From an optimization exercise on the open Yosys and OpenROAD flow, aimed at small area; shortcuts taken in it are not production practice. In this exercise RTL edits were held to simulation tests only and were not proved equivalent to the original. No activity file was given, so power comes from the tool's default toggle rates.

==> module top5_sorter, before the edit <==
module top5_sorter (
    input  logic            clk,
    input  logic            e203_rst_n,
    input  logic            i_frame_open,
    input  logic            i_beat_fire,
    input  logic            i_in_window,
    input  yolo_pkg::beat_t i_beat,
    input  yolo_pkg::col_t  i_col,
    input  logic [2:0]      i_row,
    output yolo_pkg::conf_t [yolo_pkg::KEEP_N-1:0] o_conf,
    output yolo_pkg::box_t  [yolo_pkg::KEEP_N-1:0] o_box,
    output yolo_pkg::col_t  [yolo_pkg::KEEP_N-1:0] o_col,
    output logic [yolo_pkg::KEEP_N-1:0][2:0]       o_row,
    output logic [yolo_pkg::KEEP_N-1:0]            o_valid,
    output logic [yolo_pkg::KEEP_N-1:0][2:0]       o_rank
);
    localparam int N = yolo_pkg::KEEP_N;
    yolo_pkg::conf_t cur_conf;
    logic            take;
    yolo_pkg::conf_t [N-1:0] conf_q;
    yolo_pkg::box_t  [N-1:0] box_q;
    yolo_pkg::col_t  [N-1:0] col_q;
    logic [N-1:0][2:0]       row_q;
    logic [N-1:0]            valid_q;
    logic [N-1:0][2:0]       rank_q;
    logic [N-1:0]            gt;
    logic [N-1:0]            evict;
    logic [N-1:0]            load;
    logic                    ins;
    logic [2:0]              pos;
    function automatic logic conf_gt(input yolo_pkg::conf_t a, input yolo_pkg::conf_t b);
        logic g;
        g = 1'b0;
        for (int i = 0; i < 8; i++) begin
            g = (a[i] & ~b[i]) | ((a[i] | ~b[i]) & g);
        end
        conf_gt = g;
    endfunction
    assign cur_conf = i_beat[yolo_pkg::CONF_LSB +: 8];
    assign take     = i_beat_fire && i_in_window;
    always_comb begin
        for (int s = 0; s < N; s++) begin
            gt[s] = !valid_q[s] || conf_gt(cur_conf, conf_q[s]);
        end
    end
    always_comb begin
        for (int s = 0; s < N; s++) begin
            if (!valid_q[N-1]) begin
                evict[s] = !valid_q[s] && ((s == 0) || valid_q[(s == 0) ? 0 : s-1]);
            end else begin
                evict[s] = rank_q[s][2];
            end
            load[s] = take && evict[s] && gt[s] && (cur_conf != 8'h00);
        end
        ins = |load;
    end
    always_comb begin
        pos = 3'd0;
        for (int s = 0; s < N; s++) begin
            pos = pos + {2'b00, !gt[s]};
        end
    end
    always_ff @(posedge clk) begin
        for (int s = 0; s < N; s++) begin
            if (load[s]) begin
                conf_q[s] <= cur_conf;
                box_q[s]  <= i_beat[31:0];
                col_q[s]  <= i_col;
                row_q[s]  <= i_row;
            end
        end
    end
    always_ff @(posedge clk) begin
        for (int s = 0; s < N; s++) begin
            if (load[s]) begin
                rank_q[s] <= pos;
            end else if (ins && gt[s]) begin
                rank_q[s] <= rank_q[s] + 3'd1;
            end
        end
    end
    always_ff @(posedge clk or negedge e203_rst_n) begin
        if (!e203_rst_n) begin
            valid_q <= '0;
        end else if (i_frame_open) begin
            valid_q <= '0;
        end else begin
            valid_q <= valid_q | load;
        end
    end
    assign o_conf  = conf_q;
    assign o_box   = box_q;
    assign o_col   = col_q;
    assign o_row   = row_q;
    assign o_valid = valid_q;
    assign o_rank  = rank_q;
endmodule
==> flow/config.mk <==
export PLATFORM = sky130hd
export DESIGN_NAME = yolo_layer_top
export DESIGN_NICKNAME = yolo_layer_top
export VERILOG_FILES = /design/flow/design.v
export SDC_FILE = /design/flow/constraint.sdc
export NUM_CORES = 4
export LEC_CHECK = 0
export CAP_MARGIN = 20
export CORE_MARGIN = 2
export CORE_UTILIZATION = 40
export CTS_CLUSTER_DIAMETER = 100
export CTS_CLUSTER_SIZE = 30
export SLEW_MARGIN = 20
==> flow/constraint.sdc <==
create_clock -name core_clock -period 5.0 [get_ports {clk}]
set_input_delay 1.0000 -clock core_clock [delete_from_list [all_inputs] [get_ports {clk}]]
set_output_delay 1.0000 -clock core_clock [all_outputs]
set_load 0.01 [all_outputs]
standard.sh (not shown) runs the stock make flow with config.mk's settings and CLKGATE_MAP_FILE= SYNTH_SCRIPT=/design/flow/synth_recipe.tcl, a recipe that flattens the netlist after the stock synthesis.
==> flow/flow/run.sh <==
#!/bin/bash
# The standard layout, with the smallest buffer on each input and output port.
set -euo pipefail
bash standard.sh BUFFER_PORTS_ARGS="-buffer_cell sky130_fd_sc_hd__buf_1" finish > standard_make.log 2>&1
The starting point finished with timing, DRC and antenna clean.
Change:
--- a/flow/design.v
+++ b/flow/design.v
@@ -127,18 +127,14 @@
         for (int s = 0; s < N; s++) begin
             gt[s] = !valid_q[s] || conf_gt(cur_conf, conf_q[s]);
         end
     end
     always_comb begin
         for (int s = 0; s < N; s++) begin
-            if (!valid_q[N-1]) begin
-                evict[s] = !valid_q[s] && ((s == 0) || valid_q[(s == 0) ? 0 : s-1]);
-            end else begin
-                evict[s] = rank_q[s][2];
-            end
-            load[s] = take && evict[s] && gt[s] && (cur_conf != 8'h00);
+            evict[s] = rank_q[s][2];
+            load[s]  = take && evict[s] && gt[s] && (cur_conf != 8'h00);
         end
         ins = |load;
     end
     always_comb begin
         pos = 3'd0;
         for (int s = 0; s < N; s++) begin
@@ -154,13 +150,15 @@
                 row_q[s]  <= i_row;
             end
         end
     end
     always_ff @(posedge clk) begin
         for (int s = 0; s < N; s++) begin
-            if (load[s]) begin
+            if (i_frame_open) begin
+                rank_q[s] <= 3'(s);
+            end else if (load[s]) begin
                 rank_q[s] <= pos;
             end else if (ins && gt[s]) begin
                 rank_q[s] <= rank_q[s] + 3'd1;
             end
         end
     end
Effect:
- The new run produced a clean layout
- count of clock-buffer cells in the layout drops by 4
- worst setup slack got worse by 0.14 ns
- synthesized area goes down by 0.38%
- worst hold slack gains 0.035 ns
- global-route usage shrinks by 0.27 points
- utilization barely changes
- power falls by 23%

==> what the ideal ports hide <==
How much do the figures lean on ideal ports? The routed layouts below were timed once more, with nothing changed but the port constraints. Step 1 sets driving cells, clkbuf_16 on the clock port and buf_2 on the other inputs (assumed; they add their load-dependent delay and slew). Step 2 adds t to the input delays and takes it off the output delays; t is the mean of the earliest and latest rising clock arrival at the registers after step 1. Input paths then give back, and output paths get back, about the clock's delay inside the block. Slacks: no drivers / after step 1 / after step 2; pairs: no drivers / after step 1.
| run | shift t [ns] | slack for setup (ns) | worst register clock-pin slew, ns |
|---|---|---|---|
| the first run | 0.536 | 0.951 / 0.976 / 0.440 | 0.11 / 0.11 |
| the second run | 0.522 | 0.815 / 0.830 / 0.308 | 0.12 / 0.12 |
After both steps setup and hold are still met in every run listed. The setup slack of the first run, which loses most, moves by +0.025 ns with the drivers and by -0.511 ns with both steps.
